What follows belongs to an exercise in optimizing a design on an open flow for small area, a short achievable clock period and few clock cycles per item; a production flow would make more cautious choices. RTL that was checked went through simulation tests only; none was proved equivalent to the original. Only the layout flow was run in runs 2 and 3; the RTL was not checked for function there. Power is estimated from default activity; no workload was simulated.

==> flow/design.v (outline; a module is shown in full before it is edited, if it fits) <==
// module mult_16x16: 2212 lines
module mult_16x16 (
  input  logic        clk,
  input  logic        rst_n,
  input  logic        in_valid,
  output logic        in_ready,
  input  logic [15:0] in_a,
  input  logic [15:0] in_b,
  output logic        out_valid,
  input  logic        out_ready,
  output logic [31:0] out_product
);
  // ...
==> flow/run.sh <==
#!/bin/bash
# synth_recipe.tcl (not shown) runs the flow's synth.tcl, then flattens the netlist and writes it again
# the make line also repeats each setting of config.mk as NAME=value (left out here)
make -C /OpenROAD-flow-scripts/flow DESIGN_CONFIG=/design/flow/config.mk WORK_HOME=/design/flow/orfs CLKGATE_MAP_FILE= SYNTH_SCRIPT=/design/flow/synth_recipe.tcl finish
==> flow/config.mk <==
export PLATFORM = sky130hd
export DESIGN_NAME = mult_16x16
export DESIGN_NICKNAME = mult_16x16
export VERILOG_FILES = /design/flow/design.v
export SDC_FILE = /design/flow/constraint.sdc
export NUM_CORES = 4
export LEC_CHECK = 0
export CAP_MARGIN = 20
export CORE_MARGIN = 2
export CORE_UTILIZATION = 40
export SETUP_SLACK_MARGIN = 1.2
export SLEW_MARGIN = 20
==> flow/constraint.sdc <==
create_clock -name core_clock -period 4.0 [get_ports {clk}]
set_input_delay 0.8000 -clock core_clock [delete_from_list [all_inputs] [get_ports {clk}]]
set_output_delay 0.8000 -clock core_clock [all_outputs]
set_load 0.01 [all_outputs]
==> results.txt, run 1 <==
worst setup path category=register to primary output; Synth top area share=a little under two fifths; CTS resizes=between 150 and 200; Core Area=33,700 sq um; largest net degree at the start of global routing=65; initial core utilization=a little over 40%; count of different cell masters after synthesis=40; CP peak stage delay=430 ps; status=no timing/DRC/antenna violations; setup violation total in the final timing report=0; Worst setup SP type=register; final WL=roughly 30,000 microns; fin crit period=2886 ps; f_max=around 350 MHz; Pwr Total=11.57 mW; clk_skew=13.72 ps; WP buf/inv=2; clk root buf=clkbuf_16; comb_multi_in=662; RSZ-0062 raised after global routing=true; critical path startpoint=G832_q2$_DFFE_PP_; initial antenna violation count=1; total CTS buffers=17; met3 Track Usage GR=4.708%; Comb pwr share=55.4%; wire per inst=between 15 and 20 microns; Clock Pin Slew Worst Setup and Hold Paths=70 ps
Testbench counts, summed over its fixed seeds: cycles 32,016, items 32,000.
==> run 2: changes to the inputs <==
--- a/flow/design.v
+++ b/flow/design.v
@@ -703,105 +703,104 @@
   logic s671;
   logic c672;
   logic s673;
   logic c674;
   logic s675;
   logic c676;
   logic h677;
   logic g678;
-  logic h680;
-  logic g681;
-  logic p682;
+  logic h679;
+  logic g680;
+  logic h681;
+  logic g682;
   logic h683;
   logic g684;
-  logic p685;
-  logic h686;
-  logic g687;
-  logic p688;
+  logic h685;
+  logic g686;
+  logic h687;
+  logic g688;
   logic h689;
   logic g690;
-  logic p691;
-  logic h692;
-  logic g693;
-  logic p694;
+  logic h691;
+  logic g692;
+  logic h693;
+  logic g694;
   logic h695;
   logic g696;
-  logic p697;
-  logic h698;
-  logic g699;
-  logic p700;
+  logic h697;
+  logic g698;
+  logic h699;
+  logic g700;
   logic h701;
   logic g702;
-  logic p703;
-  logic h704;
-  logic g705;
-  logic p706;
+  logic h703;
+  logic g704;
+  logic h705;
+  logic g706;
   logic h707;
   logic g708;
-  logic p709;
-  logic h710;
-  logic g711;
-  logic p712;
+  logic h709;
+  logic g710;
+  logic h711;
+  logic g712;
   logic h713;
   logic g714;
-  logic p715;
-  logic h716;
-  logic g717;
-  logic p718;
+  logic h715;
+  logic g716;
+  logic h717;
+  logic g718;
   logic h719;
   logic g720;
-  logic p721;
-  logic h722;
-  logic g723;
-  logic p724;
+  logic h721;
+  logic g722;
+  logic h723;
+  logic g724;
   logic h725;
   logic g726;
-  logic p727;
-  logic h728;
-  logic g729;
-  logic p730;
+  logic h727;
+  logic g728;
+  logic h729;
+  logic g730;
   logic h731;
   logic g732;
-  logic p733;
-  logic h734;
-  logic g735;
-  logic p736;
-  logic h737;
-  logic g738;
-  logic p739;
-  logic h740;
-  logic g741;
-  logic p742;
-  logic h743;
-  logic g744;
-  logic p745;
-  logic h746;
-  logic g747;
-  logic p748;
-  logic h749;
-  logic g750;
-  logic p751;
-  logic h752;
-  logic g753;
-  logic p754;
-  logic h755;
-  logic g756;
-  logic p757;
-  logic h758;
-  logic g759;
-  logic p760;
-  logic h761;
-  logic g762;
-  logic p763;
-  logic h764;
-  logic g765;
-  logic p766;
+  logic h733;
+  logic g734;
+  logic h735;
+  logic g736;
+  logic G738;
+  logic P739;
+  logic G740;
+  logic P741;
+  logic G742;
+  logic P743;
+  logic G744;
+  logic P745;
+  logic G746;
+  logic P747;
+  logic G748;
+  logic P749;
+  logic G750;
+  logic P751;
+  logic G752;
+  logic P753;
+  logic G754;
+  logic P755;
+  logic G756;
+  logic P757;
+  logic G758;
+  logic P759;
+  logic G760;
+  logic P761;
+  logic G762;
+  logic P763;
+  logic G764;
+  logic P765;
+  logic G766;
   logic G768;
-  logic P769;
   logic G770;
   logic P771;
   logic G772;
   logic P773;
   logic G774;
   logic P775;
   logic G776;
   logic P777;
@@ -821,19 +820,17 @@
   logic P791;
   logic G792;
   logic P793;
   logic G794;
   logic P795;
   logic G796;
   logic G798;
   logic G800;
-  logic P801;
   logic G802;
-  logic P803;
   logic G804;
   logic P805;
   logic G806;
   logic P807;
   logic G808;
   logic P809;
   logic G810;
   logic P811;
@@ -851,23 +848,19 @@
   logic P823;
   logic G824;
   logic P825;
   logic G826;
   logic G828;
   logic G830;
   logic G832;
   logic G834;
-  logic P835;
   logic G836;
-  logic P837;
   logic G838;
-  logic P839;
   logic G840;
-  logic P841;
   logic G842;
   logic P843;
   logic G844;
   logic P845;
   logic G846;
   logic P847;
   logic G848;
   logic P849;
@@ -881,108 +874,84 @@
   logic G858;
   logic G860;
   logic G862;
   logic G864;
   logic G866;
   logic G868;
   logic G870;
   logic G872;
-  logic P873;
   logic G874;
-  logic P875;
   logic G876;
-  logic P877;
   logic G878;
-  logic P879;
   logic G880;
-  logic P881;
   logic G882;
-  logic P883;
   logic G884;
-  logic P885;
-  logic G886;
-  logic G888;
-  logic G890;
-  logic G892;
-  logic G894;
-  logic G896;
-  logic G898;
-  logic G900;
-  logic G902;
-  logic G904;
-  logic G906;
-  logic G908;
-  logic G910;
-  logic G912;
-  logic G914;
-  logic y916;
-  logic y917;
-  logic y918;
-  logic y919;
-  logic y920;
-  logic y921;
-  logic y922;
-  logic y923;
-  logic y924;
-  logic y925;
-  logic y926;
-  logic y927;
-  logic y928;
-  logic y929;
-  logic y930;
-  logic y931;
-  logic y932;
-  logic y933;
-  logic y934;
-  logic y935;
-  logic y936;
-  logic y937;
-  logic y938;
-  logic y939;
-  logic y940;
-  logic y941;
-  logic y942;
-  logic y943;
-  logic y944;
-  logic G770_q1;
-  logic G782_q2;
-  logic G784_q2;
+  logic y886;
+  logic y887;
+  logic y888;
+  logic y889;
+  logic y890;
+  logic y891;
+  logic y892;
+  logic y893;
+  logic y894;
+  logic y895;
+  logic y896;
+  logic y897;
+  logic y898;
+  logic y899;
+  logic y900;
+  logic y901;
+  logic y902;
+  logic y903;
+  logic y904;
+  logic y905;
+  logic y906;
+  logic y907;
+  logic y908;
+  logic y909;
+  logic y910;
+  logic y911;
+  logic y912;
+  logic y913;
+  logic y914;
+  logic G740_q1;
+  logic G752_q2;
+  logic G754_q2;
+  logic G756_q2;
+  logic G760_q2;
+  logic G768_q1;
   logic G786_q2;
+  logic G788_q2;
   logic G790_q2;
-  logic G798_q1;
-  logic G816_q2;
-  logic G818_q2;
+  logic G792_q2;
+  logic G796_q1;
+  logic G802_q2;
+  logic G808_q2;
+  logic G810_q2;
   logic G820_q2;
   logic G822_q2;
-  logic G826_q1;
-  logic G832_q2;
-  logic G838_q2;
-  logic G840_q2;
-  logic G850_q2;
-  logic G852_q2;
-  logic G854_q2;
-  logic G864_q2;
-  logic G866_q2;
-  logic P771_q1;
-  logic P783_q2;
-  logic P785_q2;
+  logic G824_q2;
+  logic G834_q2;
+  logic G836_q2;
+  logic P741_q1;
+  logic P753_q2;
+  logic P755_q2;
+  logic P757_q2;
+  logic P761_q2;
   logic P787_q2;
+  logic P789_q2;
   logic P791_q2;
-  logic P813_q2;
-  logic P815_q2;
-  logic P817_q2;
-  logic P819_q2;
+  logic P793_q2;
+  logic P809_q2;
+  logic P811_q2;
   logic P821_q2;
   logic P823_q2;
-  logic P839_q2;
-  logic P841_q2;
-  logic P851_q2;
-  logic P853_q2;
-  logic P855_q2;
+  logic P825_q2;
   logic c284_q1;
   logic c286_q1;
   logic c294_q1;
   logic c296_q1;
   logic c298_q1;
   logic c308_q1;
   logic c324_q1;
   logic c340_q1;
@@ -1008,51 +977,45 @@
   logic c600_q1;
   logic c616_q1;
   logic c628_q1;
   logic c630_q1;
   logic c642_q1;
   logic c654_q1;
   logic c660_q1;
   logic c662_q1;
-  logic g723_q2;
-  logic g729_q2;
-  logic g735_q2;
-  logic g747_q2;
-  logic g762_q1;
-  logic g765_q1;
+  logic g708_q2;
+  logic g712_q2;
+  logic g716_q2;
+  logic g724_q2;
+  logic g734_q1;
+  logic g736_q1;
   logic h677_q1;
   logic h677_q2;
-  logic h689_q1;
+  logic h685_q1;
+  logic h701_q2;
+  logic h703_q2;
+  logic h705_q2;
+  logic h707_q2;
+  logic h709_q2;
+  logic h711_q2;
   logic h713_q2;
-  logic h716_q2;
+  logic h715_q2;
+  logic h717_q2;
   logic h719_q2;
-  logic h722_q2;
+  logic h721_q2;
+  logic h723_q2;
   logic h725_q2;
-  logic h728_q2;
+  logic h727_q2;
+  logic h729_q2;
   logic h731_q2;
-  logic h734_q2;
-  logic h737_q2;
-  logic h740_q2;
-  logic h743_q2;
-  logic h746_q2;
-  logic h749_q2;
-  logic h752_q2;
-  logic h755_q2;
-  logic h758_q2;
-  logic h761_q1;
-  logic h761_q2;
-  logic h764_q1;
-  logic h764_q2;
-  logic p724_q2;
-  logic p730_q2;
-  logic p736_q2;
-  logic p748_q2;
-  logic p763_q1;
-  logic p766_q1;
+  logic h733_q1;
+  logic h733_q2;
+  logic h735_q1;
+  logic h735_q2;
   logic pp1_q1;
   logic pp1_q2;
   logic s283_q1;
   logic s285_q1;
   logic s295_q1;
   logic s305_q1;
   logic s307_q1;
   logic s321_q1;
@@ -1098,30 +1061,30 @@
   logic s629_q1;
   logic s639_q1;
   logic s641_q1;
   logic s653_q1;
   logic s659_q1;
   logic s661_q1;
   logic s667_q1;
   logic s673_q1;
-  logic y916_q1;
-  logic y916_q2;
-  logic y917_q1;
-  logic y917_q2;
-  logic y918_q1;
-  logic y918_q2;
-  logic y919_q2;
-  logic y920_q2;
-  logic y921_q2;
-  logic y922_q2;
-  logic y923_q2;
-  logic y924_q2;
-  logic y925_q2;
-  logic y926_q2;
+  logic y886_q1;
+  logic y886_q2;
+  logic y887_q1;
+  logic y887_q2;
+  logic y888_q1;
+  logic y888_q2;
+  logic y889_q2;
+  logic y890_q2;
+  logic y891_q2;
+  logic y892_q2;
+  logic y893_q2;
+  logic y894_q2;
+  logic y895_q2;
+  logic y896_q2;
   assign pp1 = a[0] & b[0];
   assign pp2 = a[0] & b[1];
   assign pp3 = a[0] & b[2];
   assign pp4 = a[0] & b[3];
   assign pp5 = a[0] & b[4];
   assign pp6 = a[0] & b[5];
   assign pp7 = a[0] & b[6];
   assign pp8 = a[0] & b[7];
@@ -1790,257 +1753,228 @@
   assign s671 = pp224 ^ pp239 ^ pp254;
   assign c672 = (pp224 & pp239) | (pp224 & pp254) | (pp239 & pp254);
   assign s673 = c666 ^ s671 ^ c668;
   assign c674 = (c666 & s671) | (c666 & c668) | (s671 & c668);
   assign s675 = pp240 ^ pp255 ^ c672;
   assign c676 = (pp240 & pp255) | (pp240 & c672) | (pp255 & c672);
   assign h677 = pp2 ^ pp17;
   assign g678 = pp2 & pp17;
-  assign h680 = pp33 ^ s257;
-  assign g681 = pp33 & s257;
-  assign p682 = pp33 | s257;
-  assign h683 = s259 ^ s261;
-  assign g684 = s259 & s261;
-  assign p685 = s259 | s261;
-  assign h686 = s265 ^ s267;
-  assign g687 = s265 & s267;
-  assign p688 = s265 | s267;
-  assign h689 = s273 ^ s275;
-  assign g690 = s273 & s275;
-  assign p691 = s273 | s275;
-  assign h692 = s283_q1 ^ s285_q1;
-  assign g693 = s283_q1 & s285_q1;
-  assign p694 = s283_q1 | s285_q1;
-  assign h695 = s295_q1 ^ s297;
-  assign g696 = s295_q1 & s297;
-  assign p697 = s295_q1 | s297;
-  assign h698 = s309 ^ s311;
-  assign g699 = s309 & s311;
-  assign p700 = s309 | s311;
-  assign h701 = s325 ^ s327;
-  assign g702 = s325 & s327;
-  assign p703 = s325 | s327;
-  assign h704 = s343 ^ s345;
-  assign g705 = s343 & s345;
-  assign p706 = s343 | s345;
-  assign h707 = s363 ^ s365;
-  assign g708 = s363 & s365;
-  assign p709 = s363 | s365;
-  assign h710 = s385 ^ s387;
-  assign g711 = s385 & s387;
-  assign p712 = s385 | s387;
-  assign h713 = c388 ^ s411;
-  assign g714 = c388 & s411;
-  assign p715 = c388 | s411;
-  assign h716 = c412 ^ s437;
-  assign g717 = c412 & s437;
-  assign p718 = c412 | s437;
-  assign h719 = c438 ^ s465;
-  assign g720 = c438 & s465;
-  assign p721 = c438 | s465;
-  assign h722 = s491 ^ s493;
-  assign g723 = s491 & s493;
-  assign p724 = s491 | s493;
-  assign h725 = c494 ^ s519;
-  assign g726 = c494 & s519;
-  assign p727 = c494 | s519;
-  assign h728 = c520 ^ s543;
-  assign g729 = c520 & s543;
-  assign p730 = c520 | s543;
-  assign h731 = c544 ^ s565;
-  assign g732 = c544 & s565;
-  assign p733 = c544 | s565;
-  assign h734 = c566 ^ s585;
-  assign g735 = c566 & s585;
-  assign p736 = c566 | s585;
-  assign h737 = c586 ^ s603;
-  assign g738 = c586 & s603;
-  assign p739 = c586 | s603;
-  assign h740 = c604 ^ s619;
-  assign g741 = c604 & s619;
-  assign p742 = c604 | s619;
-  assign h743 = c620 ^ s633;
-  assign g744 = c620 & s633;
-  assign p745 = c620 | s633;
-  assign h746 = c634 ^ s645;
-  assign g747 = c634 & s645;
-  assign p748 = c634 | s645;
-  assign h749 = c646 ^ s655;
-  assign g750 = c646 & s655;
-  assign p751 = c646 | s655;
-  assign h752 = c656 ^ s663;
-  assign g753 = c656 & s663;
-  assign p754 = c656 | s663;
-  assign h755 = c664 ^ s669;
-  assign g756 = c664 & s669;
-  assign p757 = c664 | s669;
-  assign h758 = c670 ^ s673_q1;
-  assign g759 = c670 & s673_q1;
-  assign p760 = c670 | s673_q1;
-  assign h761 = c674 ^ s675;
-  assign g762 = c674 & s675;
-  assign p763 = c674 | s675;
-  assign h764 = pp256 ^ c676;
-  assign g765 = pp256 & c676;
-  assign p766 = pp256 | c676;
-  assign G768 = g684 | (p685 & g681);
-  assign P769 = p685 & p682;
-  assign G770 = g690 | (p691 & g687);
-  assign P771 = p691 & p688;
-  assign G772 = g696 | (p697 & g693);
-  assign P773 = p697 & p694;
-  assign G774 = g702 | (p703 & g699);
-  assign P775 = p703 & p700;
-  assign G776 = g708 | (p709 & g705);
-  assign P777 = p709 & p706;
-  assign G778 = g714 | (p715 & g711);
-  assign P779 = p715 & p712;
-  assign G780 = g720 | (p721 & g717);
-  assign P781 = p721 & p718;
-  assign G782 = g726 | (p727 & g723);
-  assign P783 = p727 & p724;
-  assign G784 = g732 | (p733 & g729);
-  assign P785 = p733 & p730;
-  assign G786 = g738 | (p739 & g735);
-  assign P787 = p739 & p736;
-  assign G788 = g744 | (p745 & g741);
-  assign P789 = p745 & p742;
-  assign G790 = g750 | (p751 & g747);
-  assign P791 = p751 & p748;
-  assign G792 = g756 | (p757 & g753);
-  assign P793 = p757 & p754;
-  assign G794 = g762_q1 | (p763_q1 & g759);
-  assign P795 = p763_q1 & p760;
-  assign G796 = g681 | (p682 & g678);
-  assign G798 = G768 | (P769 & g678);
-  assign G800 = g693 | (p694 & G770_q1);
-  assign P801 = p694 & P771_q1;
-  assign G802 = G772 | (P773 & G770_q1);
-  assign P803 = P773 & P771_q1;
-  assign G804 = g705 | (p706 & G774);
-  assign P805 = p706 & P775;
-  assign G806 = G776 | (P777 & G774);
-  assign P807 = P777 & P775;
-  assign G808 = g717 | (p718 & G778);
-  assign P809 = p718 & P779;
-  assign G810 = G780 | (P781 & G778);
-  assign P811 = P781 & P779;
-  assign G812 = g729_q2 | (p730_q2 & G782_q2);
-  assign P813 = p730 & P783;
-  assign G814 = G784_q2 | (P785_q2 & G782_q2);
-  assign P815 = P785 & P783;
-  assign G816 = g741 | (p742 & G786);
-  assign P817 = p742 & P787;
-  assign G818 = G788 | (P789 & G786);
-  assign P819 = P789 & P787;
-  assign G820 = g753 | (p754 & G790);
-  assign P821 = p754 & P791;
-  assign G822 = G792 | (P793 & G790);
-  assign P823 = P793 & P791;
-  assign G824 = g765_q1 | (p766_q1 & G794);
-  assign P825 = p766_q1 & P795;
-  assign G826 = g687 | (p688 & G798);
-  assign G828 = G770_q1 | (P771_q1 & G798_q1);
-  assign G830 = G800 | (P801 & G798_q1);
-  assign G832 = G802 | (P803 & G798_q1);
-  assign G834 = g711 | (p712 & G806);
-  assign P835 = p712 & P807;
-  assign G836 = G778 | (P779 & G806);
-  assign P837 = P779 & P807;
-  assign G838 = G808 | (P809 & G806);
-  assign P839 = P809 & P807;
-  assign G840 = G810 | (P811 & G806);
-  assign P841 = P811 & P807;
-  assign G842 = g735_q2 | (p736_q2 & G814);
-  assign P843 = p736_q2 & P815_q2;
-  assign G844 = G786_q2 | (P787_q2 & G814);
-  assign P845 = P787_q2 & P815_q2;
-  assign G846 = G816_q2 | (P817_q2 & G814);
-  assign P847 = P817_q2 & P815_q2;
-  assign G848 = G818_q2 | (P819_q2 & G814);
-  assign P849 = P819_q2 & P815_q2;
-  assign G850 = g759 | (p760 & G822);
-  assign P851 = p760 & P823;
-  assign G852 = G794 | (P795 & G822);
-  assign P853 = P795 & P823;
-  assign G854 = G824 | (P825 & G822);
-  assign P855 = P825 & P823;
-  assign G856 = g699 | (p700 & G832);
-  assign G858 = G774 | (P775 & G832);
-  assign G860 = G804 | (P805 & G832);
-  assign G862 = G806 | (P807 & G832);
-  assign G864 = G834 | (P835 & G832);
-  assign G866 = G836 | (P837 & G832);
-  assign G868 = G838_q2 | (P839_q2 & G832_q2);
-  assign G870 = G840_q2 | (P841_q2 & G832_q2);
-  assign G872 = g747_q2 | (p748_q2 & G848);
-  assign P873 = p748_q2 & P849;
-  assign G874 = G790_q2 | (P791_q2 & G848);
-  assign P875 = P791_q2 & P849;
-  assign G876 = G820_q2 | (P821_q2 & G848);
-  assign P877 = P821_q2 & P849;
-  assign G878 = G822_q2 | (P823_q2 & G848);
-  assign P879 = P823_q2 & P849;
-  assign G880 = G850_q2 | (P851_q2 & G848);
-  assign P881 = P851_q2 & P849;
-  assign G882 = G852_q2 | (P853_q2 & G848);
-  assign P883 = P853_q2 & P849;
-  assign G884 = G854_q2 | (P855_q2 & G848);
-  assign P885 = P855_q2 & P849;
-  assign G886 = g723_q2 | (p724_q2 & G870);
-  assign G888 = G782_q2 | (P783_q2 & G870);
-  assign G890 = G812 | (P813_q2 & G870);
-  assign G892 = G814 | (P815_q2 & G870);
-  assign G894 = G842 | (P843 & G870);
-  assign G896 = G844 | (P845 & G870);
-  assign G898 = G846 | (P847 & G870);
-  assign G900 = G848 | (P849 & G870);
-  assign G902 = G872 | (P873 & G870);
-  assign G904 = G874 | (P875 & G870);
-  assign G906 = G876 | (P877 & G870);
-  assign G908 = G878 | (P879 & G870);
-  assign G910 = G880 | (P881 & G870);
-  assign G912 = G882 | (P883 & G870);
-  assign G914 = G884 | (P885 & G870);
-  assign y916 = h680 ^ g678;
-  assign y917 = h683 ^ G796;
-  assign y918 = h686 ^ G798;
-  assign y919 = h689_q1 ^ G826_q1;
-  assign y920 = h692 ^ G828;
-  assign y921 = h695 ^ G830;
-  assign y922 = h698 ^ G832;
-  assign y923 = h701 ^ G856;
-  assign y924 = h704 ^ G858;
-  assign y925 = h707 ^ G860;
-  assign y926 = h710 ^ G862;
-  assign y927 = h713_q2 ^ G864_q2;
-  assign y928 = h716_q2 ^ G866_q2;
-  assign y929 = h719_q2 ^ G868;
-  assign y930 = h722_q2 ^ G870;
-  assign y931 = h725_q2 ^ G886;
-  assign y932 = h728_q2 ^ G888;
-  assign y933 = h731_q2 ^ G890;
-  assign y934 = h734_q2 ^ G892;
-  assign y935 = h737_q2 ^ G894;
-  assign y936 = h740_q2 ^ G896;
-  assign y937 = h743_q2 ^ G898;
-  assign y938 = h746_q2 ^ G900;
-  assign y939 = h749_q2 ^ G902;
-  assign y940 = h752_q2 ^ G904;
-  assign y941 = h755_q2 ^ G906;
-  assign y942 = h758_q2 ^ G908;
-  assign y943 = h761_q2 ^ G910;
-  assign y944 = h764_q2 ^ G912;
+  assign h679 = pp33 ^ s257;
+  assign g680 = pp33 & s257;
+  assign h681 = s259 ^ s261;
+  assign g682 = s259 & s261;
+  assign h683 = s265 ^ s267;
+  assign g684 = s265 & s267;
+  assign h685 = s273 ^ s275;
+  assign g686 = s273 & s275;
+  assign h687 = s283_q1 ^ s285_q1;
+  assign g688 = s283_q1 & s285_q1;
+  assign h689 = s295_q1 ^ s297;
+  assign g690 = s295_q1 & s297;
+  assign h691 = s309 ^ s311;
+  assign g692 = s309 & s311;
+  assign h693 = s325 ^ s327;
+  assign g694 = s325 & s327;
+  assign h695 = s343 ^ s345;
+  assign g696 = s343 & s345;
+  assign h697 = s363 ^ s365;
+  assign g698 = s363 & s365;
+  assign h699 = s385 ^ s387;
+  assign g700 = s385 & s387;
+  assign h701 = c388 ^ s411;
+  assign g702 = c388 & s411;
+  assign h703 = c412 ^ s437;
+  assign g704 = c412 & s437;
+  assign h705 = c438 ^ s465;
+  assign g706 = c438 & s465;
+  assign h707 = s491 ^ s493;
+  assign g708 = s491 & s493;
+  assign h709 = c494 ^ s519;
+  assign g710 = c494 & s519;
+  assign h711 = c520 ^ s543;
+  assign g712 = c520 & s543;
+  assign h713 = c544 ^ s565;
+  assign g714 = c544 & s565;
+  assign h715 = c566 ^ s585;
+  assign g716 = c566 & s585;
+  assign h717 = c586 ^ s603;
+  assign g718 = c586 & s603;
+  assign h719 = c604 ^ s619;
+  assign g720 = c604 & s619;
+  assign h721 = c620 ^ s633;
+  assign g722 = c620 & s633;
+  assign h723 = c634 ^ s645;
+  assign g724 = c634 & s645;
+  assign h725 = c646 ^ s655;
+  assign g726 = c646 & s655;
+  assign h727 = c656 ^ s663;
+  assign g728 = c656 & s663;
+  assign h729 = c664 ^ s669;
+  assign g730 = c664 & s669;
+  assign h731 = c670 ^ s673_q1;
+  assign g732 = c670 & s673_q1;
+  assign h733 = c674 ^ s675;
+  assign g734 = c674 & s675;
+  assign h735 = pp256 ^ c676;
+  assign g736 = pp256 & c676;
+  assign G738 = g682 | (h681 & g680);
+  assign P739 = h681 & h679;
+  assign G740 = g686 | (h685 & g684);
+  assign P741 = h685 & h683;
+  assign G742 = g690 | (h689 & g688);
+  assign P743 = h689 & h687;
+  assign G744 = g694 | (h693 & g692);
+  assign P745 = h693 & h691;
+  assign G746 = g698 | (h697 & g696);
+  assign P747 = h697 & h695;
+  assign G748 = g702 | (h701 & g700);
+  assign P749 = h701 & h699;
+  assign G750 = g706 | (h705 & g704);
+  assign P751 = h705 & h703;
+  assign G752 = g710 | (h709 & g708);
+  assign P753 = h709 & h707;
+  assign G754 = g714 | (h713 & g712);
+  assign P755 = h713 & h711;
+  assign G756 = g718 | (h717 & g716);
+  assign P757 = h717 & h715;
+  assign G758 = g722 | (h721 & g720);
+  assign P759 = h721 & h719;
+  assign G760 = g726 | (h725 & g724);
+  assign P761 = h725 & h723;
+  assign G762 = g730 | (h729 & g728);
+  assign P763 = h729 & h727;
+  assign G764 = g734_q1 | (h733_q1 & g732);
+  assign P765 = h733_q1 & h731;
+  assign G766 = g680 | (h679 & g678);
+  assign G768 = G738 | (P739 & g678);
+  assign G770 = g688 | (h687 & G740_q1);
+  assign P771 = h687 & P741_q1;
+  assign G772 = G742 | (P743 & G740_q1);
+  assign P773 = P743 & P741_q1;
+  assign G774 = g696 | (h695 & G744);
+  assign P775 = h695 & P745;
+  assign G776 = G746 | (P747 & G744);
+  assign P777 = P747 & P745;
+  assign G778 = g704 | (h703 & G748);
+  assign P779 = h703 & P749;
+  assign G780 = G750 | (P751 & G748);
+  assign P781 = P751 & P749;
+  assign G782 = g712_q2 | (h711_q2 & G752_q2);
+  assign P783 = h711_q2 & P753_q2;
+  assign G784 = G754_q2 | (P755_q2 & G752_q2);
+  assign P785 = P755_q2 & P753_q2;
+  assign G786 = g720 | (h719 & G756);
+  assign P787 = h719 & P757;
+  assign G788 = G758 | (P759 & G756);
+  assign P789 = P759 & P757;
+  assign G790 = g728 | (h727 & G760);
+  assign P791 = h727 & P761;
+  assign G792 = G762 | (P763 & G760);
+  assign P793 = P763 & P761;
+  assign G794 = g736_q1 | (h735_q1 & G764);
+  assign P795 = h735_q1 & P765;
+  assign G796 = g684 | (h683 & G768);
+  assign G798 = G740_q1 | (P741_q1 & G768_q1);
+  assign G800 = G770 | (P771 & G768_q1);
+  assign G802 = G772 | (P773 & G768_q1);
+  assign G804 = g700 | (h699 & G776);
+  assign P805 = h699 & P777;
+  assign G806 = G748 | (P749 & G776);
+  assign P807 = P749 & P777;
+  assign G808 = G778 | (P779 & G776);
+  assign P809 = P779 & P777;
+  assign G810 = G780 | (P781 & G776);
+  assign P811 = P781 & P777;
+  assign G812 = g716_q2 | (h715_q2 & G784);
+  assign P813 = h715_q2 & P785;
+  assign G814 = G756_q2 | (P757_q2 & G784);
+  assign P815 = P757_q2 & P785;
+  assign G816 = G786_q2 | (P787_q2 & G784);
+  assign P817 = P787_q2 & P785;
+  assign G818 = G788_q2 | (P789_q2 & G784);
+  assign P819 = P789_q2 & P785;
+  assign G820 = g732 | (h731 & G792);
+  assign P821 = h731 & P793;
+  assign G822 = G764 | (P765 & G792);
+  assign P823 = P765 & P793;
+  assign G824 = G794 | (P795 & G792);
+  assign P825 = P795 & P793;
+  assign G826 = g692 | (h691 & G802);
+  assign G828 = G744 | (P745 & G802);
+  assign G830 = G774 | (P775 & G802);
+  assign G832 = G776 | (P777 & G802);
+  assign G834 = G804 | (P805 & G802);
+  assign G836 = G806 | (P807 & G802);
+  assign G838 = G808_q2 | (P809_q2 & G802_q2);
+  assign G840 = G810_q2 | (P811_q2 & G802_q2);
+  assign G842 = g724_q2 | (h723_q2 & G818);
+  assign P843 = h723_q2 & P819;
+  assign G844 = G760_q2 | (P761_q2 & G818);
+  assign P845 = P761_q2 & P819;
+  assign G846 = G790_q2 | (P791_q2 & G818);
+  assign P847 = P791_q2 & P819;
+  assign G848 = G792_q2 | (P793_q2 & G818);
+  assign P849 = P793_q2 & P819;
+  assign G850 = G820_q2 | (P821_q2 & G818);
+  assign P851 = P821_q2 & P819;
+  assign G852 = G822_q2 | (P823_q2 & G818);
+  assign P853 = P823_q2 & P819;
+  assign G854 = G824_q2 | (P825_q2 & G818);
+  assign P855 = P825_q2 & P819;
+  assign G856 = g708_q2 | (h707_q2 & G840);
+  assign G858 = G752_q2 | (P753_q2 & G840);
+  assign G860 = G782 | (P783 & G840);
+  assign G862 = G784 | (P785 & G840);
+  assign G864 = G812 | (P813 & G840);
+  assign G866 = G814 | (P815 & G840);
+  assign G868 = G816 | (P817 & G840);
+  assign G870 = G818 | (P819 & G840);
+  assign G872 = G842 | (P843 & G840);
+  assign G874 = G844 | (P845 & G840);
+  assign G876 = G846 | (P847 & G840);
+  assign G878 = G848 | (P849 & G840);
+  assign G880 = G850 | (P851 & G840);
+  assign G882 = G852 | (P853 & G840);
+  assign G884 = G854 | (P855 & G840);
+  assign y886 = h679 ^ g678;
+  assign y887 = h681 ^ G766;
+  assign y888 = h683 ^ G768;
+  assign y889 = h685_q1 ^ G796_q1;
+  assign y890 = h687 ^ G798;
+  assign y891 = h689 ^ G800;
+  assign y892 = h691 ^ G802;
+  assign y893 = h693 ^ G826;
+  assign y894 = h695 ^ G828;
+  assign y895 = h697 ^ G830;
+  assign y896 = h699 ^ G832;
+  assign y897 = h701_q2 ^ G834_q2;
+  assign y898 = h703_q2 ^ G836_q2;
+  assign y899 = h705_q2 ^ G838;
+  assign y900 = h707_q2 ^ G840;
+  assign y901 = h709_q2 ^ G856;
+  assign y902 = h711_q2 ^ G858;
+  assign y903 = h713_q2 ^ G860;
+  assign y904 = h715_q2 ^ G862;
+  assign y905 = h717_q2 ^ G864;
+  assign y906 = h719_q2 ^ G866;
+  assign y907 = h721_q2 ^ G868;
+  assign y908 = h723_q2 ^ G870;
+  assign y909 = h725_q2 ^ G872;
+  assign y910 = h727_q2 ^ G874;
+  assign y911 = h729_q2 ^ G876;
+  assign y912 = h731_q2 ^ G878;
+  assign y913 = h733_q2 ^ G880;
+  assign y914 = h735_q2 ^ G882;
   always_ff @(posedge clk) begin
     if (ld[0]) begin
-      G770_q1 <= G770;
-      G798_q1 <= G798;
-      G826_q1 <= G826;
-      P771_q1 <= P771;
+      G740_q1 <= G740;
+      G768_q1 <= G768;
+      G796_q1 <= G796;
+      P741_q1 <= P741;
       c284_q1 <= c284;
       c286_q1 <= c286;
       c294_q1 <= c294;
       c296_q1 <= c296;
       c298_q1 <= c298;
       c308_q1 <= c308;
       c324_q1 <= c324;
       c340_q1 <= c340;
@@ -2066,24 +2000,22 @@
       c600_q1 <= c600;
       c616_q1 <= c616;
       c628_q1 <= c628;
       c630_q1 <= c630;
       c642_q1 <= c642;
       c654_q1 <= c654;
       c660_q1 <= c660;
       c662_q1 <= c662;
-      g762_q1 <= g762;
-      g765_q1 <= g765;
+      g734_q1 <= g734;
+      g736_q1 <= g736;
       h677_q1 <= h677;
-      h689_q1 <= h689;
-      h761_q1 <= h761;
-      h764_q1 <= h764;
-      p763_q1 <= p763;
-      p766_q1 <= p766;
+      h685_q1 <= h685;
+      h733_q1 <= h733;
+      h735_q1 <= h735;
       pp1_q1 <= pp1;
       s283_q1 <= s283;
       s285_q1 <= s285;
       s295_q1 <= s295;
       s305_q1 <= s305;
       s307_q1 <= s307;
       s321_q1 <= s321;
       s323_q1 <= s323;
@@ -2128,89 +2060,83 @@
       s629_q1 <= s629;
       s639_q1 <= s639;
       s641_q1 <= s641;
       s653_q1 <= s653;
       s659_q1 <= s659;
       s661_q1 <= s661;
       s667_q1 <= s667;
       s673_q1 <= s673;
-      y916_q1 <= y916;
-      y917_q1 <= y917;
-      y918_q1 <= y918;
+      y886_q1 <= y886;
+      y887_q1 <= y887;
+      y888_q1 <= y888;
     end
   end
   always_ff @(posedge clk) begin
     if (ld[1]) begin
-      G782_q2 <= G782;
-      G784_q2 <= G784;
+      G752_q2 <= G752;
+      G754_q2 <= G754;
+      G756_q2 <= G756;
+      G760_q2 <= G760;
       G786_q2 <= G786;
+      G788_q2 <= G788;
       G790_q2 <= G790;
-      G816_q2 <= G816;
-      G818_q2 <= G818;
+      G792_q2 <= G792;
+      G802_q2 <= G802;
+      G808_q2 <= G808;
+      G810_q2 <= G810;
       G820_q2 <= G820;
       G822_q2 <= G822;
-      G832_q2 <= G832;
-      G838_q2 <= G838;
-      G840_q2 <= G840;
-      G850_q2 <= G850;
-      G852_q2 <= G852;
-      G854_q2 <= G854;
-      G864_q2 <= G864;
-      G866_q2 <= G866;
-      P783_q2 <= P783;
-      P785_q2 <= P785;
+      G824_q2 <= G824;
+      G834_q2 <= G834;
+      G836_q2 <= G836;
+      P753_q2 <= P753;
+      P755_q2 <= P755;
+      P757_q2 <= P757;
+      P761_q2 <= P761;
       P787_q2 <= P787;
+      P789_q2 <= P789;
       P791_q2 <= P791;
-      P813_q2 <= P813;
-      P815_q2 <= P815;
-      P817_q2 <= P817;
-      P819_q2 <= P819;
+      P793_q2 <= P793;
+      P809_q2 <= P809;
+      P811_q2 <= P811;
       P821_q2 <= P821;
       P823_q2 <= P823;
-      P839_q2 <= P839;
-      P841_q2 <= P841;
-      P851_q2 <= P851;
-      P853_q2 <= P853;
-      P855_q2 <= P855;
-      g723_q2 <= g723;
-      g729_q2 <= g729;
-      g735_q2 <= g735;
-      g747_q2 <= g747;
+      P825_q2 <= P825;
+      g708_q2 <= g708;
+      g712_q2 <= g712;
+      g716_q2 <= g716;
+      g724_q2 <= g724;
       h677_q2 <= h677_q1;
+      h701_q2 <= h701;
+      h703_q2 <= h703;
+      h705_q2 <= h705;
+      h707_q2 <= h707;
+      h709_q2 <= h709;
+      h711_q2 <= h711;
       h713_q2 <= h713;
-      h716_q2 <= h716;
+      h715_q2 <= h715;
+      h717_q2 <= h717;
       h719_q2 <= h719;
-      h722_q2 <= h722;
+      h721_q2 <= h721;
+      h723_q2 <= h723;
       h725_q2 <= h725;
-      h728_q2 <= h728;
+      h727_q2 <= h727;
+      h729_q2 <= h729;
       h731_q2 <= h731;
-      h734_q2 <= h734;
-      h737_q2 <= h737;
-      h740_q2 <= h740;
-      h743_q2 <= h743;
-      h746_q2 <= h746;
-      h749_q2 <= h749;
-      h752_q2 <= h752;
-      h755_q2 <= h755;
-      h758_q2 <= h758;
-      h761_q2 <= h761_q1;
-      h764_q2 <= h764_q1;
-      p724_q2 <= p724;
-      p730_q2 <= p730;
-      p736_q2 <= p736;
-      p748_q2 <= p748;
+      h733_q2 <= h733_q1;
+      h735_q2 <= h735_q1;
       pp1_q2 <= pp1_q1;
-      y916_q2 <= y916_q1;
-      y917_q2 <= y917_q1;
-      y918_q2 <= y918_q1;
-      y919_q2 <= y919;
-      y920_q2 <= y920;
-      y921_q2 <= y921;
-      y922_q2 <= y922;
-      y923_q2 <= y923;
-      y924_q2 <= y924;
-      y925_q2 <= y925;
-      y926_q2 <= y926;
+      y886_q2 <= y886_q1;
+      y887_q2 <= y887_q1;
+      y888_q2 <= y888_q1;
+      y889_q2 <= y889;
+      y890_q2 <= y890;
+      y891_q2 <= y891;
+      y892_q2 <= y892;
+      y893_q2 <= y893;
+      y894_q2 <= y894;
+      y895_q2 <= y895;
+      y896_q2 <= y896;
     end
   end
-  assign out_product = {G914, y944, y943, y942, y941, y940, y939, y938, y937, y936, y935, y934, y933, y932, y931, y930, y929, y928, y927, y926_q2, y925_q2, y924_q2, y923_q2, y922_q2, y921_q2, y920_q2, y919_q2, y918_q2, y917_q2, y916_q2, h677_q2, pp1_q2};
+  assign out_product = {G884, y914, y913, y912, y911, y910, y909, y908, y907, y906, y905, y904, y903, y902, y901, y900, y899, y898, y897, y896_q2, y895_q2, y894_q2, y893_q2, y892_q2, y891_q2, y890_q2, y889_q2, y888_q2, y887_q2, y886_q2, h677_q2, pp1_q2};
 endmodule
==> flow/flow/run.sh (new file) <==
#!/bin/bash
# Own flow: the standard layout (standard.sh), with Yosys's synth run with -noabc so the
# pre-mapping "abc -fast" pass does not run before ORFS extracts full/half adders (it leaves
# the adders with inverted polarity and an inverter on most adder-to-adder nets). The rest of
# synthesis (-nofsm -noshare via synth_recipe.tcl, flatten, rename) and every later step are the
# standard ones. Each tool's output goes to a log file in the work folder.
set -euo pipefail
extra=()
if [[ -f flow/extra.mk ]]; then
  while read -r line; do [[ -n "$line" && "$line" != \#* ]] && extra+=("$line"); done < flow/extra.mk
fi
bash standard.sh SYNTH_ARGS=-noabc "${extra[@]}" finish > standard_flow.log 2>&1
==> flow/standard.sh (new file) <==
#!/bin/bash
# synth_recipe.tcl (not shown) runs the flow's synth.tcl, then flattens the netlist and writes it again
# the make line also repeats each setting of config.mk as NAME=value (left out here)
make -C /OpenROAD-flow-scripts/flow DESIGN_CONFIG=/design/flow/config.mk WORK_HOME=/design/flow/orfs CLKGATE_MAP_FILE= SYNTH_SCRIPT=/design/flow/synth_recipe.tcl "${@:-finish}"
removed: flow/run.sh
==> results.txt, run 2 <==
FF-to-FF Start=c430_q1$_DFFE_PP_ (was s557_q1$_DFFE_PP_); VDD IR max=0.3310 mV (was 0.3563 mV); Core Area=30,510 sq um (was 33,700 sq um); Ys Warns=1 (unchanged); fin crit period=2873 ps (was 2886 ps); I/O pin count=70 (unchanged); fill count=2,615 (was 3,073); met3 Track Usage GR=4.194% (was 4.708%); setup TNS=0 ps (unchanged); area grow syn2layout=21.37% (was 17.44%); clock latency (worst-skew pair)=430 ps (was 450 ps); final WL=31,300 microns (was 30,490 microns); wire per inst=22.66 microns (was 17.70 microns); Routed Antenna Nets=0 (unchanged); max FFs per register=2 (unchanged); die width=179.7 microns (was 189.2 microns); synth top area cells=edfxtp_1 (40%), fa_1 (32%), and2_1 (13%), ha_1 (4.6%), buf_4 (1.9%) (was edfxtp_1 (38%), fa_1 (29%), inv_1 (7.2%), ha_1 (6.7%), and2_1 (6.3%)); layout cells sized above 1=21.36% (was 16.58%); Vias=7,162 (was 8,168); Comb pwr share=50.7% (was 55.4%); leakage=6.275 nW (was 7.373 nW); commonest non-fill, non-tap cell in the layout=and2_1 (was inv_1); sequential power share=33.1% (was 30.1%); IO buf count=69 (unchanged); Hold Startpoint=pp1_q1$_DFFE_PP_ (was h761_q1$_DFFE_PP_); Least-Margin Pin Slew=580.0 ps (was 954.1 ps); GPL Wtd Cong=0.7851 (was 0.8526); placed cells=1,285 (was 1,650); MaxCap Viol Count=0 (unchanged); clk_skew=7.750 ps (was 13.72 ps); Crit path required time=3200 ps (about the same); Min Hold Slack=427.2 ps (was 420.9 ps); Slew HR=61.34% (was 36.39%); f_max=348.1 MHz (was 346.5 MHz); first-pass GRT wire length=48,300 microns (was 48,570 microns); DRC errors left=0 (unchanged); Syn Inst Count=856 (was 1,166); Via density=5.186 (was 4.743); fin nets=1,249 (was 1,567); Die Area=32,280 sq um (was 35,810 sq um); most frequent cells in the layout=and2_1 (259), fa_1 (173), edfxtp_1 (166), buf_4 (35), ha_1 (34) (was inv_1 (256), fa_1 (191), edfxtp_1 (174), and2_1 (134), nand2_1 (119)); largest reg by FF count=v (unchanged); power per cell area=665.1 nW/um^2 (was 717.9 nW/um^2); routing usage on met2=33.10% (was 29.64%); setup slack after layout=1127 ps (was 1114 ps); count leader, synth=and2_1 (was inv_1); Net Count, Synth=1,135 (was 1,473); Hold Crit Class=register to register (unchanged); pre-CTS setup slack=321.2 ps (was 254.4 ps); initial core utilization=40.46% (was 40.73%); worst-path cell chain=a211oi_4, buf_12, o211ai_4, buf_4, a31oi_2, xnor2_1, buf_2 (was buf_6, a21o_4, a2111oi_4, nor2_1, xor2_1, buf_2); status=no timing/DRC/antenna violations (unchanged); Mapped Avg Cell Area=14.42 sq um (was 11.77 sq um); initial drt markers=435 (was 497); Post-synth EDFFs=166 (was 174); Pins Over Slew Limit=0 (unchanged); P_sw=3.498 mW (was 4.451 mW); critical path startpoint=G802_q2$_DFFE_PP_ (was G832_q2$_DFFE_PP_); fin cells=1,381 (was 1,722); Slowest cell on crit path=edfxtp_1 (unchanged); worst setup path category=register to primary output (unchanged); Fin. Hold Viols=0 (unchanged); Sinks on Clock Net=168 (was 176); vias in the first global route=7,874 (was 8,827); mapped cell area=12,340 sq um (was 13,720 sq um); ys flop type=edfxtp_1 (unchanged); RSZ-0062 raised after global routing=true (unchanged); largest net degree at the start of global routing=103 (was 65); post-synthesis register bit count=168 (was 176); HPWL after DPL=18,590 microns (was 21,400 microns); initial antenna violation count=1 (unchanged); total grt overflow=0 (unchanged); gr usage total=20.24% (was 18.20%); met1 Use GR=26.64% (was 23.41%); Worst setup SP type=register (unchanged); Clk pwr share=16.2% (was 14.5%); switch share=35.11% (was 38.46%); CP arrival=2070 ps (was 2090 ps); count of different cell masters after synthesis=34 (was 40); Seq/Total Area, Yosys=40.71% (was 38.36%); die height=179.7 microns (was 189.2 microns); H-tree depth=4 (unchanged); internal power=6.465 mW (was 7.121 mW); fraction of registers with async set/reset=0% (unchanged); Max Root-Sink Buffers=2 (unchanged); critical path peak fanout=4 (unchanged); DRT Pass-1 Iters=5 (unchanged); clk root buf=clkbuf_16 (unchanged); total CTS buffers=17 (unchanged); TritonCTS clock tree=yes (unchanged); Clock Pin Slew Worst Setup and Hold Paths=70 ps (about the same); CP peak stage delay=440 ps (was 430 ps); critical path endpoint category=primary output (unchanged); synth cell count leaders=and2_1 (266), fa_1 (198), edfxtp_1 (166) (was inv_1 (263), fa_1 (198), edfxtp_1 (174)); busiest grt layer=met2 (unchanged); Synth area leader=edfxtp_1 (unchanged); setup violation total in the final timing report=0 (unchanged); Synth top area share=40.39% (was 38.07%); final period utilization=71.82% (was 72.15%); row count=64 (was 67); Hold-fix buffers, CTS=0 (unchanged)
==> run 2: per-layer routing <==
| metal | vias to the layer above | wire, microns |
|---|---|---|
| met5 | - | 0 |
| li1 | 3063 | - |
| met1 | 3723 | 12950 |
| met4 | 0 | 861 |
| met2 | 315 | 15170 |
| met3 | 61 | 2315 |
==> run 2: path summary, 6_finish.rpt <==
| path | depth (start not counted) | end | slack [ps] |
|---|---|---|---|
| hold / removal | 0 | pp1_q2$_DFFE_PP_ | 430 |
| setup reg to reg | 6 | G752_q2$_DFFE_PP_ | 1220 |
| setup / recovery | 7 | out_product[30] | 1130 |
| hold reg to reg | 0 | pp1_q2$_DFFE_PP_ | 430 |
==> run 2: logic make-up (layout without fill, tap and decap cells) <==
kind of cell	count (synthesis)	count (layout)	share of synthesized area, %
other	0	2	0
DFF	168	168	40.71
and+or+nand+nor	295	295	14.69
adders and majority gates	243	243	36.68
buffers and inverters	70	196	3.102
xor gates and xnor gates	25	25	1.774
AOI/OAI and AO/OA	55	56	3.051
==> run 2: timing repair <==
item | in CTS | in global routing
resized for setup | 169 | 51
cloned | 20 | 0
buffers inserted | 34 | 8
pin swaps | 30 | 35
endpoints found under the setup margin | 92 | 38
==> run 2: metrics by stage <==
stage               total power, mW  utilization, %  area [sq um]
finish                        9.963           49.10         14980
global route                  10.78           49.09         14980
CTS                           9.809           48.58         14820
detailed placement            7.720           44.06         13440
global placement              7.649           44.06         13440
floorplan                     6.488               -         12410
==> run 2: final cells by class <==
| cell class | count | area [sq um] | area share [%] |
|---|---|---|---|
| Antenna cell | 2 | 5.005 | 0.03341 |
| Clock buffer | 18 | 429.2 | 2.865 |
| Clock inverter | 14 | 137.6 | 0.9187 |
| Inverter | 5 | 18.77 | 0.1253 |
| Multi-Input combinational cell | 619 | 7284 | 48.63 |
| Sequential cell | 168 | 5025 | 33.54 |
| Tap cell | 396 | 495.5 | 3.307 |
| Timing Repair Buffer | 159 | 1585 | 10.58 |
==> run 2: worst max-delay path: cells and delay by family, from the launching register on <==
family | cells | cell delay (ps)
AOI/OAI and AO/OA | 3 | 570
DFF | 1 | 440
buffers and inverters | 3 | 490
xor gates and xnor gates | 1 | 140
==> run 2: power groups by stage <==
stage / Clock (mW) / Sequential [mW] / Combinational, mW
floorplan: 0 / 3.21 / 3.28
global placement: 0 / 3.28 / 4.37
detailed placement: 0 / 3.30 / 4.42
CTS: 1.65 / 3.28 / 4.87
global route: 1.72 / 3.36 / 5.70
finish: 1.62 / 3.30 / 5.05
==> run 3: changes to the inputs <==
==> flow/run.sh (new file) <==
#!/bin/bash
# synth_recipe.tcl (not shown) runs the flow's synth.tcl, then flattens the netlist and writes it again
# the make line also repeats each setting of config.mk as NAME=value (left out here)
make -C /OpenROAD-flow-scripts/flow DESIGN_CONFIG=/design/flow/config.mk WORK_HOME=/design/flow/orfs CLKGATE_MAP_FILE= SYNTH_SCRIPT=/design/flow/synth_recipe.tcl finish
removed: flow/flow/run.sh
removed: flow/standard.sh
==> results.txt, run 3 <==
status=no timing/DRC/antenna violations (unchanged); met3 Track Usage GR=3.336% (was 4.194%); RSZ-0062 raised after global routing=true (unchanged); busiest grt layer=met2 (unchanged); Net Count, Synth=1,328 (was 1,135); r2r setup slk=1190 ps (was 1220 ps); wire per inst=19.63 microns (was 22.66 microns); total grt overflow=0 (unchanged); Crit path top cell by count=buf_12; fraction of registers with async set/reset=0% (unchanged); Syn Inst Count=1,049 (was 856); initial core utilization=40.60% (was 40.46%); Mapped Avg Cell Area=12.18 sq um (was 14.42 sq um); critical path endpoint category=primary output (unchanged); I/O pin count=70 (unchanged); synth top area cells=edfxtp_1 (39%), fa_1 (31%), and2_1 (7.1%), inv_1 (5.9%), ha_1 (4.4%) (was edfxtp_1 (40%), fa_1 (32%), and2_1 (13%), ha_1 (4.6%), buf_4 (1.9%)); leakage=7.145 nW (was 6.275 nW); Fin. Hold Viols=0 (unchanged); Seq/Total Area, Yosys=39.32% (was 40.71%); vias in the first global route=8,464 (was 7,874); Hold Crit Class=register to register (unchanged); reg2reg path depth=9 (was 6); gr usage total=19.83% (was 20.24%); Sinks on Clock Net=168 (unchanged); total CTS buffers=17 (unchanged); final WL=31,230 microns (was 31,300 microns); GPL Wtd Cong=0.8427 (was 0.7851); count leader, synth=inv_1 (was and2_1); Via density=4.947 (was 5.186); fin crit period=2883 ps (was 2873 ps); row count=65 (was 64); layout cells sized above 1=20.94% (was 21.36%); area grow syn2layout=22.53% (was 21.37%); worst setup path category=register to primary output (unchanged); HPWL after DPL=19,790 microns (was 18,590 microns); Vias=7,870 (was 7,162); Hold Path Stages=0 (unchanged); fin nets=1,455 (was 1,249); met1 Use GR=26.59% (was 26.64%); initial drt markers=512 (was 435); Worst setup SP type=register (unchanged); Finished Cell Area=15,660 sq um (was 14,980 sq um); DRT Pass-1 Iters=8 (was 5); Synth top area share=39.01% (was 40.39%); Post-synth EDFFs=166 (unchanged); die width=182.7 microns (was 179.7 microns); setup slack after layout=1117 ps (was 1127 ps); largest net degree at the start of global routing=103 (unchanged); count of different cell masters after synthesis=35 (was 34); worst-path cell chain=a211oi_4, buf_12, buf_6, buf_12, o211ai_4, buf_12, a31o_2, buf_6 (was a211oi_4, buf_12, o211ai_4, buf_4, a31oi_2, xnor2_1, buf_2); WHS Endpoint=pp1_q2$_DFFE_PP_ (unchanged); setup TNS=0 ps (unchanged); Ys Warns=1 (unchanged); Least-Margin Pin Slew=695.0 ps (was 580.0 ps); clk_skew=11.71 ps (was 7.750 ps); Die Area=33,390 sq um (was 32,280 sq um); largest reg by FF count=v (unchanged); initial antenna violation count=1 (unchanged); Placed Area=13,900 sq um (was 13,440 sq um); critical path peak fanout=4 (unchanged); final period utilization=72.08% (was 71.82%); TritonCTS clock tree=yes (unchanged); routing usage on met2=32.52% (was 33.10%); CP peak stage delay=430 ps (was 440 ps); first-pass GRT wire length=48,970 microns (was 48,300 microns); H-tree depth=4 (unchanged); DRC errors left=0 (unchanged); Max Root-Sink Buffers=2 (unchanged); IO buf count=69 (unchanged); Hold Startpoint=pp1_q1$_DFFE_PP_ (unchanged); most frequent cells in the layout=fa_1 (186), inv_1 (184), edfxtp_1 (166), and2_1 (132), nand2_1 (122) (was and2_1 (259), fa_1 (173), edfxtp_1 (166), buf_4 (35), ha_1 (34)); Crit path required time=3200 ps (about the same); commonest non-fill, non-tap cell in the layout=fa_1 (was and2_1); setup violation total in the final timing report=0 (unchanged); synth cell count leaders=inv_1 (201), fa_1 (198), edfxtp_1 (166) (was and2_1 (266), fa_1 (198), edfxtp_1 (166)); max FFs per register=2 (unchanged); Slowest cell on crit path=edfxtp_1 (unchanged); post-synthesis register bit count=168 (unchanged); Routed Antenna Nets=0 (unchanged); VDD IR max=0.3269 mV (was 0.3310 mV); antenna cells=0 (was 2); die height=182.7 microns (was 179.7 microns); clock latency (worst-skew pair)=450 ps (was 430 ps); CP arrival=2080 ps (was 2070 ps); Synth area leader=edfxtp_1 (unchanged); Slew HR=53.60% (was 61.34%); power per cell area=659.9 nW/um^2 (was 665.1 nW/um^2); FF-to-FF Start=s557_q1$_DFFE_PP_ (was c430_q1$_DFFE_PP_); Pins Over Slew Limit=0 (unchanged); Core Area=31,470 sq um (was 30,510 sq um); RR Endpoint=G788_q2$_DFFE_PP_ (was G752_q2$_DFFE_PP_); MaxCap Viol Count=0 (unchanged); ys flop type=edfxtp_1 (unchanged); mapped cell area=12,780 sq um (was 12,340 sq um); f_max=346.8 MHz (was 348.1 MHz); pre-CTS setup slack=223.9 ps (was 321.2 ps); clk root buf=clkbuf_16 (unchanged); Clock Pin Slew Worst Setup and Hold Paths=80 ps (was 70 ps)
==> run 3: area by class of cell <==
cell class	instances	area (sq um)
fillers	2744	15820
multi-input cells	616	6973
clock buffers	17	425.4
well taps	402	503.0
repair buffers	172	1814
inverters	201	754.5
clock inverters	15	162.7
flip-flops and latches	168	5025
==> run 3: per-layer routing <==
layer / up-vias / share of wire (%)
met4: 0 / 3.5
met3: 74 / 6.6
li1: 3472 / -
met5: - / 0
met1: 4029 / 42
met2: 295 / 48
==> run 3: worst max-delay path by stage <==
stage	start	cells after the start	endpoint	slack [ps]
after floorplan	in_b[8]	7	s537_q1$_DFFE_PP_	1180
after global placement	in_a[2]	9	y888_q1$_DFFE_PP_	260
after detailed placement	in_a[2]	9	y888_q1$_DFFE_PP_	220
after CTS	G752_q2$_DFFE_PP_	6	out_product[29]	1000
after global routing	G752_q2$_DFFE_PP_	6	out_product[29]	1020
final	P811_q2$_DFFE_PP_	8	out_product[31]	1120
==> run 3: stage by stage <==
stage | hold slack, ps | cells | util [%] | power, mW
2_1_floorplan | 400.3 | 1049 | - | 6.585
3_3_place_gp | 405.8 | 1487 | 44.17 | 7.777
3_5_place_dp | 407.0 | 1487 | 44.17 | 7.887
4_1_cts | 425.1 | 1575 | 49.16 | 10.05
5_1_grt | 433.7 | 1591 | 49.75 | 11.25
6_report | 424.0 | 1591 | 49.75 | 10.33
==> run 3: critical path: cells and delay by family (launching register included) <==
family / cells / cell delay (ps)
AOI/OAI and AO/OA: 3 / 590
buffers and inverters: 5 / 610
DFF: 1 / 430
==> run 3: cells by family after synthesis <==
logic type / synth area share (%)
flops: 39.32
xor+xnor: 1.714
fa+ha+maj: 35.43
buf+inv: 8.754
compound gates: 3.045
simple gates: 11.74
==> run 3: what timing repair did <==
action                                  4_1_cts  5_1_grt
gates resized for setup                     189       74
hold buffers                                  0        0
endpoints found under the setup margin       94       40
gates cloned                                 15        0
pin swaps                                    28       34
buffers inserted                             41       16
==> run 3: power by group <==
group          internal (mW)  total, mW  switching (mW)  leakage [nW]
combinational           2.72       5.42            2.70          5.01
clock                  0.885       1.66           0.775         0.281
sequential              2.98       3.26           0.274          1.86
total                   6.59       10.3            3.75          7.15

-- static timing again, ports no longer ideal --
In the flow no input, the clock included, has a driving cell. The finished layouts below were timed again as built, in two steps.
Step 1, drivers: a clkbuf_16 drives clk and a buf_2 each remaining input, both assumed.
Step 2 also shifts input and output timing later by t, the mid clock arrival at the registers, as if the neighbouring blocks saw the same clock.
Three values: no drivers, after step 1, after step 2; two values: the first two.
run	t, ns	setup slack, ns	worst hold slack (ns)	worst setup path after step 2	worst register clock-pin slew, ns
run 1	0.495	1.114 / 1.065 / 0.746	0.421 / 0.421 / 0.421	input to register	0.08 / 0.08
run 2	0.478	1.127 / 1.078 / 0.731	0.427 / 0.427 / 0.427	input to register	0.07 / 0.07
run 3	0.489	1.117 / 1.067 / 0.778	0.424 / 0.424 / 0.424	input to register	0.08 / 0.08
After both steps every run listed still meets setup and hold. The setup slack of run 2, which loses most, moves by -0.049 ns with the drivers and by -0.396 ns with both steps.
